Context: an optimization exercise on an open-source flow, tuned for small area and a short achievable clock period. The choices shown serve that exercise and are no tape-out recipe. The RTL was checked by simulation tests, not by an equivalence proof against the original design. Power is estimated from default activity; no workload was simulated.

== old ==
==> flow/design.v <==
package debug_pkg;
    localparam int xlen = 32;
    localparam int gpr_count = 32;
    localparam logic [7:0] cmdtype_access_reg = 8'd0;
    typedef logic [15:0] regno_t;
    localparam regno_t gpr_first = 16'h1000;
    localparam regno_t gpr_last  = 16'h101F;
    localparam regno_t csr_dcsr  = 16'h07B0;
    localparam regno_t csr_dpc   = 16'h07B1;
    localparam int dcsr_step_bit    = 2;
    localparam int dcsr_cause_lsb   = 6;
    localparam int dcsr_cause_msb   = 8;
    localparam int dcsr_ebreakm_bit = 15;
    localparam logic [xlen-1:0] dcsr_reset_val = 32'h4000_0000;
    localparam logic [xlen-1:0] gpr_reset_step = 32'h0101_0101;
    localparam logic [xlen-1:0] pc_incr        = 32'd4;
    typedef enum logic [1:0] {
        st_run,
        st_halted,
        st_resuming,
        st_abs_reg
    } seq_state_t;
    typedef enum logic [2:0] {
        cause_none    = 3'd0,
        cause_ebreak  = 3'd1,
        cause_trigger = 3'd2,
        cause_haltreq = 3'd3,
        cause_step    = 3'd4
    } cause_t;
    typedef struct packed {
        logic [7:0] cmdtype;
        logic       transfer;
        logic       write;
        regno_t     regno;
    } cmd_t;
    typedef struct packed {
        logic            halt_req;
        logic            resume_req;
        logic            exec;
        cmd_t            command;
        logic [xlen-1:0] data;
    } dm_req_t;
    typedef struct packed {
        logic            halted;
        logic            done;
        logic            exception;
        logic            haltresume;
        logic [xlen-1:0] data;
    } dm_rsp_t;
    typedef struct packed {
        seq_state_t state;
        logic       write_pc;
        logic       write_pc_ne;
        logic       abstract_done;
        logic       abstract_write;
    } ctrl_sig_t;
    typedef struct packed {
        logic [xlen-1:0] dcsr;
        logic [xlen-1:0] dpc;
    } csr_view_t;
    function automatic logic is_gpr(input regno_t regno);
        is_gpr = ((regno >= gpr_first) && (regno <= gpr_last));
    endfunction
    function automatic logic is_valid_csr(input regno_t regno);
        is_valid_csr = ((regno == csr_dcsr) || (regno == csr_dpc));
    endfunction
endpackage
`timescale 1ns/1ps
module debug_top (
    input  logic            clk,
    input  logic            rst_n,
    input  logic [60:0]     dm_req,
    input  logic            trig,
    input  logic            eb,
    output logic [35:0]     dm_rsp,
    output logic            debug,
    output logic            halted,
    output logic            step_en,
    output logic [31:0]     pc
);
    logic        halt_req, resume_req, exec, transfer, wr;
    logic [7:0]  cmdtype;
    logic [15:0] regno;
    logic [31:0] data;
    assign halt_req   = dm_req[60];
    assign resume_req = dm_req[59];
    assign exec       = dm_req[58];
    assign cmdtype    = dm_req[57:50];
    assign transfer   = dm_req[49];
    assign wr         = dm_req[48];
    assign regno      = dm_req[47:32];
    assign data       = dm_req[31:0];
    logic s_run, s_halt, s_res, s_abs;
    logic debug_q, halted_q;
    logic a_q, e_q;
    logic step_q, ebm_q;
    logic [2:0]  cause_q;
    logic [31:0] dpc_q, pc_q;
    logic [31:0] pc_next;
    logic [4:0] idx_q;
    logic gsel_q, dcsr_q, dpc_q_sel;
    logic wg_q, wd_q, wp_q, exc_q;
    logic [31:0] gpr [1:31];
    logic entry, ns_run, ns_halt, ns_res, ns_abs;
    logic step_n, ebm_n;
    logic is_gpr, is_dcsr, is_dpc, aar;
    logic use_pc;
    logic [2:0] cause_n;
    assign debug = !resume_req && (a_q || (s_run && (trig || halt_req)) || (e_q && eb));
    assign entry = debug && !debug_q;
    assign ns_abs  = rst_n && s_halt && !resume_req && exec;
    assign ns_res  = rst_n && s_halt && resume_req;
    assign ns_halt = rst_n && ((s_run && debug) || s_abs || (s_halt && !resume_req && !exec));
    assign ns_run  = !rst_n || s_res || (s_run && !debug);
    assign step_n = !rst_n ? 1'b0 : (wd_q ? data[2]  : step_q);
    assign ebm_n  = !rst_n ? 1'b0 : (wd_q ? data[15] : ebm_q);
    assign is_gpr  = regno[15:5] == 11'h080;
    assign is_dcsr = regno == 16'h07B0;
    assign is_dpc  = regno == 16'h07B1;
    assign aar     = ns_abs && (cmdtype == 8'd0) && transfer;
    assign pc_next = pc_q + 32'd4;
    always_comb begin
        if (trig)                 cause_n = 3'd2;
        else if (eb && ebm_q)     cause_n = 3'd1;
        else if (halt_req)        cause_n = 3'd3;
        else                      cause_n = 3'd4;
    end
    assign use_pc = trig || (eb && (ebm_q || halt_req));
    always_ff @(posedge clk) begin
        s_run    <= ns_run;
        s_halt   <= ns_halt;
        s_res    <= ns_res;
        s_abs    <= ns_abs;
        debug_q  <= rst_n && debug;
        halted_q <= rst_n && (halted_q || (debug && ns_halt)) && !ns_res;
        a_q      <= rst_n && (debug || (ns_run && step_n));
        e_q      <= rst_n && ns_run && ebm_n;
        step_q   <= step_n;
        ebm_q    <= ebm_n;
        idx_q     <= regno[4:0];
        gsel_q    <= is_gpr;
        dcsr_q    <= is_dcsr;
        dpc_q_sel <= is_dpc;
        wg_q      <= aar && wr && is_gpr;
        wd_q      <= aar && wr && is_dcsr;
        wp_q      <= aar && wr && is_dpc;
        exc_q     <= aar && !(is_gpr || is_dcsr || is_dpc);
    end
    always_ff @(posedge clk) begin
        if (!rst_n) begin
            cause_q <= 3'd0;
        end else if (entry) begin
            cause_q <= cause_n;
        end
    end
    always_ff @(posedge clk) begin
        if (!rst_n) begin
            pc_q <= 32'd0;
        end else if (s_run && !debug) begin
            pc_q <= pc_next;
        end else if (s_res) begin
            pc_q <= dpc_q;
        end
    end
    always_ff @(posedge clk) begin
        if (entry) begin
            dpc_q <= use_pc ? pc_q : pc_next;
        end else if (wp_q) begin
            dpc_q <= data;
        end
    end
    logic [31:0] gd0, gd1;
    assign gd0 = data & {32{rst_n}};
    assign gd1 = data | {32{!rst_n}};
    always_ff @(posedge clk) begin
        for (int i = 1; i < 32; i++) begin
            if (!rst_n || (wg_q && (idx_q == 5'(i)))) begin
                for (int b = 0; b < 32; b++) begin
                    gpr[i][b] <= ((b % 8) < 5 && ((i >> (b % 8)) & 1) != 0) ? gd1[b] : gd0[b];
                end
            end
        end
    end
    logic [31:0] rd;
    always_comb begin
        rd = '0;
        for (int i = 1; i < 32; i++) begin
            rd = rd | ({32{gsel_q && (idx_q == 5'(i))}} & gpr[i]);
        end
        rd = rd | ({32{dcsr_q}} & {1'b0, 1'b1, 14'd0, ebm_q, 6'd0, cause_q, 3'd0, step_q, 2'd0});
        rd = rd | ({32{dpc_q_sel}} & dpc_q);
    end
    assign halted  = halted_q;
    assign step_en = step_q;
    assign pc      = pc_q;
    assign dm_rsp  = {halted_q, s_abs, exc_q, 1'b0, rd};
endmodule
export LEC_CHECK = 0
export CAP_MARGIN = 20
export CORE_MARGIN = 2
export CORE_UTILIZATION = 40
export SLEW_MARGIN = 20
create_clock -name core_clock -period 5.5 [get_ports {clk}]
run.sh (not shown) runs the stock make flow with config.mk's settings and CLKGATE_MAP_FILE= SYNTH_SCRIPT=/design/flow/synth_recipe.tcl, a recipe that flattens the netlist after the stock synthesis.
old went all the way through synthesis, placement and routing and the layout is clean on timing, DRC and antenna.
Inputs modified between old and new:
Settings: setting SETUP_SLACK_MARGIN to 2.6 for the first time.
### Flow results
- From old to new the numbers moved as follows: layout overhead on the synthesized area higher; clock share of power roughly the same; minimum clock period after layout lower; number of instances in the placed design lower; clock-pin slew on the worst setup and hold paths roughly the same.

==> afterwards: timing with drivers on the ports <==
The results above use ideal ports. As a check the final layouts listed here were re-extracted and re-timed, cells and wires unchanged. Step 1 assumes that a clkbuf_16 drives the clock port and a buf_2 every other input. Step 2 times the ports against the registers' clock, not the clock port: input delays grow and output delays shrink by t, the midpoint of the rising clock arrivals with the driver on. a / b / c = ideal ports / drivers / drivers and shift; a / b = the first two.
run	t (ns)	setup slack, ns	worst data-port slew with drivers (ns)
old	0.755	0.075 / 0.002 / 0.757	0.06
new	0.778	0.894 / 0.824 / 1.602	0.08
After both steps setup and hold are still met in every run listed.
